What follows belongs to an exercise in optimizing a design on an open flow for small area and a short achievable clock period; a production flow would make more cautious choices.
Function was not checked in any run shown here: the RTL went through the layout flow alone.
Power and IR drop assume default switching activity.

==> design.v <==
package rf_pkg;
  localparam int RF_DATA_W   = 32;
  localparam int RF_ADDR_W   = 5;
  localparam int RF_ZERO_REG = 0;
  function automatic int rf_off(input int i, input int w);
    rf_off = i * w;
  endfunction
endpackage
module rf_scoreboard
#(
  parameter int ADDR_W = rf_pkg::RF_ADDR_W
) (
  input  logic                   clk,
  input  logic                   rst,
  input  logic [2**ADDR_W-1:1]   hiti,
  input  logic [2**ADDR_W-1:1]   hit1,
  input  logic [2**ADDR_W-1:1]   s0,
  input  logic [2**ADDR_W-1:1]   sh,
  input  logic                   iss_ok,
  output logic [2**ADDR_W-1:0]   busy,
  output logic [ADDR_W:0]        busy_cnt
);
  localparam int NREG = 2**ADDR_W;
  logic [NREG-1:1] bq, bn, m;
  assign busy = {bq, 1'b0};
  for (genvar r = 1; r < NREG; r++) begin : g_b
    assign bn[r] = hiti[r] || (bq[r] && sh[r]);
    assign m[r]  = bq[r] && !hiti[r];
  end
  logic li, dec0, dec1, inc;
  rf_rbit #(.N(NREG-1)) u_li (.sel(hiti), .d(bq), .y(li));
  rf_rbit #(.N(NREG-1)) u_c0 (.sel(s0),   .d(m),  .y(dec0));
  rf_rbit #(.N(NREG-1)) u_c1 (.sel(hit1), .d(m),  .y(dec1));
  assign inc = iss_ok && !li;
  always_ff @(posedge clk) begin
    bq <= bn;
    if (rst)
      busy_cnt <= '0;
    else
      busy_cnt <= busy_cnt + (ADDR_W+1)'(inc) - (ADDR_W+1)'(dec0)
                - (ADDR_W+1)'(dec1);
  end
endmodule
module rf_multiport
#(
  parameter int DATA_W = rf_pkg::RF_DATA_W,
  parameter int ADDR_W = rf_pkg::RF_ADDR_W,
  parameter int NUM_RD = 2
) (
  input  logic                     clk,
  input  logic                     rst,
  input  logic [NUM_RD*ADDR_W-1:0] ra,
  output logic [NUM_RD*DATA_W-1:0] rd,
  output logic [NUM_RD-1:0]        rd_busy,
  input  logic                     we0,
  input  logic [ADDR_W-1:0]        wa0,
  input  logic [DATA_W-1:0]        wd0,
  input  logic                     we1,
  input  logic [ADDR_W-1:0]        wa1,
  input  logic [DATA_W-1:0]        wd1,
  input  logic                     iss_en,
  input  logic [ADDR_W-1:0]        iss_addr,
  output logic [ADDR_W:0]          busy_cnt
);
  localparam int NREG = 2**ADDR_W;
  logic [NREG-1:1] hit0, hit1, hiti;
  logic            iss_ok;
  assign iss_ok = iss_en && !rst && (iss_addr != '0);
  rf_dec #(.AW(ADDR_W)) u_d0 (.a(wa0), .en(we0 && !rst), .y(hit0));
  rf_dec #(.AW(ADDR_W)) u_d1 (.a(wa1), .en(we1 && !rst), .y(hit1));
  rf_dec #(.AW(ADDR_W)) u_di (.a(iss_addr), .en(iss_en && !rst), .y(hiti));
  logic [DATA_W-1:0] regs_n [1:NREG-1];
  logic [NREG-1:1]   s0, s1, sh;
  for (genvar r = 1; r < NREG; r++) begin : g_r
    rf_wctl u_c (
      .rst (rst), .h0 (hit0[r]), .h1 (hit1[r]),
      .s0  (s0[r]), .s1 (s1[r]), .sh (sh[r])
    );
    logic [DATA_W-1:0] nxt_n;
    for (genvar b = 0; b < DATA_W; b++) begin : g_b
      rf_wbit u_w (
        .s0 (s0[r]), .d0 (wd0[b]),
        .s1 (s1[r]), .d1 (wd1[b]),
        .sh (sh[r]), .q_n (regs_n[r][b]),
        .y_n (nxt_n[b])
      );
    end
    always_ff @(posedge clk) begin
      regs_n[r] <= nxt_n;
    end
  end
  logic [NREG-1:0] busy;
  rf_scoreboard #(
    .ADDR_W (ADDR_W)
  ) u_sb (
    .clk      (clk),
    .rst      (rst),
    .hiti     (hiti),
    .hit1     (hit1),
    .s0       (s0),
    .sh       (sh),
    .iss_ok   (iss_ok),
    .busy     (busy),
    .busy_cnt (busy_cnt)
  );
  for (genvar i = 0; i < NUM_RD; i++) begin : g_rd
    logic [ADDR_W-1:0] a;
    logic [NREG-1:1]   sel_n;
    assign a = ra[rf_pkg::rf_off(i, ADDR_W) +: ADDR_W];
    rf_decn #(.AW(ADDR_W)) u_dn (.a(a), .y_n(sel_n));
    for (genvar b = 0; b < DATA_W; b++) begin : g_b
      logic [NREG-1:1] col_n;
      for (genvar r = 1; r < NREG; r++) begin : g_c
        assign col_n[r] = regs_n[r][b];
      end
      rf_rbitn u_r (
        .sel_n (sel_n),
        .d_n   (col_n),
        .y     (rd[rf_pkg::rf_off(i, DATA_W) + b])
      );
    end
    rf_rbitn u_rb (
      .sel_n (sel_n),
      .d_n   (~busy[NREG-1:1]),
      .y     (rd_busy[i])
    );
  end
endmodule
module rf_wbit (
  input  logic s0, d0,
  input  logic s1, d1,
  input  logic sh, q_n,
  output logic y_n
);
  assign y_n = !((s0 & d0) | (s1 & d1) | (sh & !q_n));
endmodule
module rf_rbitn (
  input  logic [31:1] sel_n,
  input  logic [31:1] d_n,
  output logic        y
);
  logic [15:0] p;
  for (genvar g = 0; g < 15; g++) begin : g_p
    rf_oai22 u_o (
      .a0 (sel_n[2*g+1]), .b0 (d_n[2*g+1]),
      .a1 (sel_n[2*g+2]), .b1 (d_n[2*g+2]),
      .y  (p[g])
    );
  end
  rf_nor2 u_l (.a(sel_n[31]), .b(d_n[31]), .y(p[15]));
  rf_or16 u_f (.a(p), .y(y));
endmodule
module rf_oai22 (
  input  logic a0, b0,
  input  logic a1, b1,
  output logic y
);
  assign y = !((a0 | b0) & (a1 | b1));
endmodule
module rf_nor2 (
  input  logic a, b,
  output logic y
);
  assign y = !(a | b);
endmodule
module rf_or16 (
  input  logic [15:0] a,
  output logic        y
);
  assign y = |a;
endmodule
module rf_decn #(
  parameter int AW = 5
) (
  input  logic [AW-1:0]    a,
  output logic [2**AW-1:1] y_n
);
  for (genvar r = 1; r < 2**AW; r++) begin : g_y
    assign y_n[r] = (a != AW'(r));
  end
endmodule
module rf_rbit #(
  parameter int N = 31
) (
  input  logic [N-1:0] sel,
  input  logic [N-1:0] d,
  output logic         y
);
  localparam int NG = N / 3;
  localparam int NR = N - 3*NG;
  logic [NG-1:0] n;
  for (genvar g = 0; g < NG; g++) begin : g_g
    rf_aoi3 u_a (.s(sel[3*g +: 3]), .d(d[3*g +: 3]), .y_n(n[g]));
  end
  rf_rcomb #(.NG(NG), .NR(NR)) u_c (
    .n (n),
    .s (sel[N-1 -: NR]),
    .d (d[N-1 -: NR]),
    .y (y)
  );
endmodule
module rf_aoi3 (
  input  logic [2:0] s,
  input  logic [2:0] d,
  output logic       y_n
);
  assign y_n = !((s[0] & d[0]) | (s[1] & d[1]) | (s[2] & d[2]));
endmodule
module rf_rcomb #(
  parameter int NG = 10,
  parameter int NR = 1
) (
  input  logic [NG-1:0] n,
  input  logic [NR-1:0] s,
  input  logic [NR-1:0] d,
  output logic          y
);
  assign y = !(&n) || |(s & d);
endmodule
module rf_dec #(
  parameter int AW = 5
) (
  input  logic [AW-1:0]    a,
  input  logic             en,
  output logic [2**AW-1:1] y
);
  for (genvar r = 1; r < 2**AW; r++) begin : g_y
    assign y[r] = en && (a == AW'(r));
  end
endmodule
module rf_wctl (
  input  logic rst,
  input  logic h0,
  input  logic h1,
  output logic s0,
  output logic s1,
  output logic sh
);
  assign s1 = h1;
  assign s0 = h0 && !h1;
  assign sh = !(h0 || h1 || rst);
endmodule
==> run.sh <==
#!/bin/bash
# synth_recipe.tcl (not shown) runs the flow's synth.tcl, then flattens the netlist and writes it again
# the make line also repeats each setting of config.mk as NAME=value (left out here)
make -C /OpenROAD-flow-scripts/flow DESIGN_CONFIG=/design/flow/config.mk WORK_HOME=/design/flow/orfs CLKGATE_MAP_FILE= SYNTH_SCRIPT=/design/flow/synth_recipe.tcl finish
==> config.mk <==
export PLATFORM = sky130hd
export DESIGN_NAME = rf_multiport
export DESIGN_NICKNAME = rf_multiport
export VERILOG_FILES = /design/flow/design.v
export SDC_FILE = /design/flow/constraint.sdc
export NUM_CORES = 4
export LEC_CHECK = 0
export CAP_MARGIN = 20
export CORE_MARGIN = 2
export CORE_UTILIZATION = 55
export CTS_CLUSTER_DIAMETER = 100
export CTS_CLUSTER_SIZE = 30
export SETUP_SLACK_MARGIN = 3.0
export SLEW_MARGIN = 20
export SYNTH_HIERARCHICAL = 1
export SYNTH_MINIMUM_KEEP_SIZE = 0
==> constraint.sdc <==
create_clock -name core_clock -period 7.0 [get_ports {clk}]
set_input_delay 1.4000 -clock core_clock [delete_from_list [all_inputs] [get_ports {clk}]]
set_output_delay 1.4000 -clock core_clock [all_outputs]
set_load 0.01 [all_outputs]
==> flow_summary.json, run 1 <==
{
  "syn_nets": 4998,
  "synthCells": 4896,
  "die_width_um": 293,
  "routabilityCongestion": 1.03,
  "io_pins": 166,
  "grt_remaining_overflow": 1949,
  "status": "did not finish",
  "lastStage": "global routing (5_1_grt)",
  "grt_usage_pct": 91.6,
  "grt_pass1_vias": 70369,
  "dp_hpwl_um": 149000,
  "tool.error": "[ERROR GRT-0116] Global routing finished with congestion. Check the congestion regions in the DRC Viewer.",
  "root_buffer": "clkbuf_16",
  "cts.sinks": 1029,
  "die_h_um": 293,
  "ys_warn_count": 10,
  "synth_area_um2": 45900,
  "placedCellCount": 6289,
  "h-tree-depth": 2,
  "rows": 105,
  "clk_path_buf_depth": 3,
  "grt_max_degree": 35,
  "port_buffers": 165,
  "cts_buffers": 41,
  "post-place-ws_ps": 646,
  "cts_hold_buf": 0,
  "start_util_pct": 55.7,
  "grt_pass1_wl_um": 575000,
  "placed_area_um2": 51700,
  "syn_area_per_cell_um2": 9.37
}
-- per-stage QoR --
stage / total power [mW] / util [%]
after floorplan: 6.48 / -
after global placement: 7.11 / 62.8
after detailed placement: 7.12 / 62.8
after CTS: 10.5 / 80.3
-- power by group through the flow --
| stage | logic, mW | clock network (mW) | registers, mW |
|---|---|---|---|
| floorplan | 0.348 | 0 | 6.13 |
| global placement | 0.973 | 0 | 6.14 |
| detailed placement | 0.980 | 0 | 6.14 |
| CTS | 1.42 | 3.10 | 6.02 |
-- per-layer routing --
metal	global-route usage (%)	GRT overflow
met1	91.7	190
met2	100	860
met3	85.3	234
met4	87.1	646
met5	73.5	19
-- how the worst max path moves through the flow --
stage,endpoint,cells past startpoint,start,slack [ps]
after CTS,rd[15],12,ra[0],2290
after detailed placement,rd[11],9,ra[1],650
after global placement,rd[11],9,ra[1],660
after floorplan,u_sb.busy_cnt[4]$_SDFF_PP0_,14,we1,2330
-- repair_timing --
item,CTS
gates resized for setup,1217
cloned,102
pin swaps,373
setup buffers,646
setup endpoints to repair,415
==> inputs of run 2 (changes only) <==
--- a/design.v
+++ b/design.v
@@ -105,7 +105,16 @@
   );
+  localparam int RD_GRP = 8;
   for (genvar i = 0; i < NUM_RD; i++) begin : g_rd
     logic [ADDR_W-1:0] a;
-    logic [NREG-1:1]   sel_n;
+    logic [NREG-1:1]   sel_n [DATA_W/RD_GRP];
+    logic [3:0]        plo;
+    logic [7:0]        phi;
     assign a = ra[rf_pkg::rf_off(i, ADDR_W) +: ADDR_W];
-    rf_decn #(.AW(ADDR_W)) u_dn (.a(a), .y_n(sel_n));
+    rf_pdec #(.W(2)) u_plo (.a(a[1:0]), .y(plo));
+    rf_pdec #(.W(3)) u_phi (.a(a[4:2]), .y(phi));
+    for (genvar k = 0; k < DATA_W/RD_GRP; k++) begin : g_k
+      for (genvar r = 1; r < NREG; r++) begin : g_s
+        rf_nand2 u_s (.a(plo[r % 4]), .b(phi[r / 4]), .y(sel_n[k][r]));
+      end
+    end
     for (genvar b = 0; b < DATA_W; b++) begin : g_b
@@ -116,3 +125,3 @@
       rf_rbitn u_r (
-        .sel_n (sel_n),
+        .sel_n (sel_n[b/RD_GRP]),
         .d_n   (col_n),
@@ -122,3 +131,3 @@
     rf_rbitn u_rb (
-      .sel_n (sel_n),
+      .sel_n (sel_n[0]),
       .d_n   (~busy[NREG-1:1]),
@@ -171,2 +180,18 @@
 endmodule
+module rf_pdec #(
+  parameter int W = 2
+) (
+  input  logic [W-1:0]    a,
+  output logic [2**W-1:0] y
+);
+  for (genvar v = 0; v < 2**W; v++) begin : g_y
+    assign y[v] = (a == W'(v));
+  end
+endmodule
+module rf_nand2 (
+  input  logic a, b,
+  output logic y
+);
+  assign y = !(a & b);
+endmodule
 module rf_decn #(
--- a/config.mk
+++ b/config.mk
@@ -9,6 +9,7 @@
 export CORE_MARGIN = 2
-export CORE_UTILIZATION = 55
+export CORE_UTILIZATION = 40
 export CTS_CLUSTER_DIAMETER = 100
 export CTS_CLUSTER_SIZE = 30
-export SETUP_SLACK_MARGIN = 3.0
+export MIN_ROUTING_LAYER = met2
+export SETUP_SLACK_MARGIN = 2.2
 export SLEW_MARGIN = 20
==> run 2 against run 1 <==
The run again fails in global routing (5_1_grt). Synthesized cell count rose by 3.7%. Area after synthesis grew 1.4%.
==> flow_summary.json, run 2 <==
{
  "io_pins": 166,
  "h-tree-depth": 2,
  "die_h_um": 345,
  "cts.sinks": 1029,
  "placed_area_um2": 52500,
  "grt_remaining_overflow": 6,
  "routabilityCongestion": 1.14,
  "syn_nets": 5178,
  "synth_area_um2": 46500,
  "root_buffer": "clkbuf_16",
  "die_width_um": 345,
  "cts_buffers": 46,
  "ys_warn_count": 12,
  "synthCells": 5076,
  "grt_max_degree": 35,
  "tool.error": "[ERROR GRT-0232] Routing congestion too high. Check the congestion heatmap in the GUI.",
  "lastStage": "global routing (5_1_grt)",
  "rows": 125,
  "status": "did not finish",
  "syn_area_per_cell_um2": 9.16,
  "grt_usage_pct": 77.6,
  "clk_path_buf_depth": 3,
  "post-place-ws_ps": 511,
  "start_util_pct": 40.2,
  "port_buffers": 165,
  "dp_hpwl_um": 175000
}
-- run 2: worst max-delay path by stage --
stage	from	to	slack (ps)	depth (start not counted)
floorplan	we1	u_sb.busy_cnt[5]$_SDFF_PP0_	2250	15
global placement	ra[0]	rd[20]	400	7
detailed placement	ra[0]	rd[20]	510	7
CTS	ra[5]	rd[51]	2020	10
-- run 2: metal layers --
layer / track usage, % / overflow
met3: 87.3 / 5
met2: 80.1 / 0
met1: - / -
met5: 71.3 / 0
met4: 57.6 / 1
-- run 2: power by group through the flow --
stage	clock network [mW]	registers, mW	logic, mW
2_1_floorplan	0	6.13	0.328
3_3_place_gp	0	6.15	1.02
3_5_place_dp	0	6.15	1.03
4_1_cts	3.64	6.02	1.18
-- run 2: per-stage QoR --
stage                     cells  hold WS, ps
after detailed placement   6987          485
after floorplan            5076          462
after CTS                  7158          503
after global placement     6985          478
-- run 2: what timing repair did --
item	4_1_cts
endpoints found under the setup margin	70
setup buffers	83
resized for setup	860
gates cloned	15
pin swaps	134
hold buffers	0
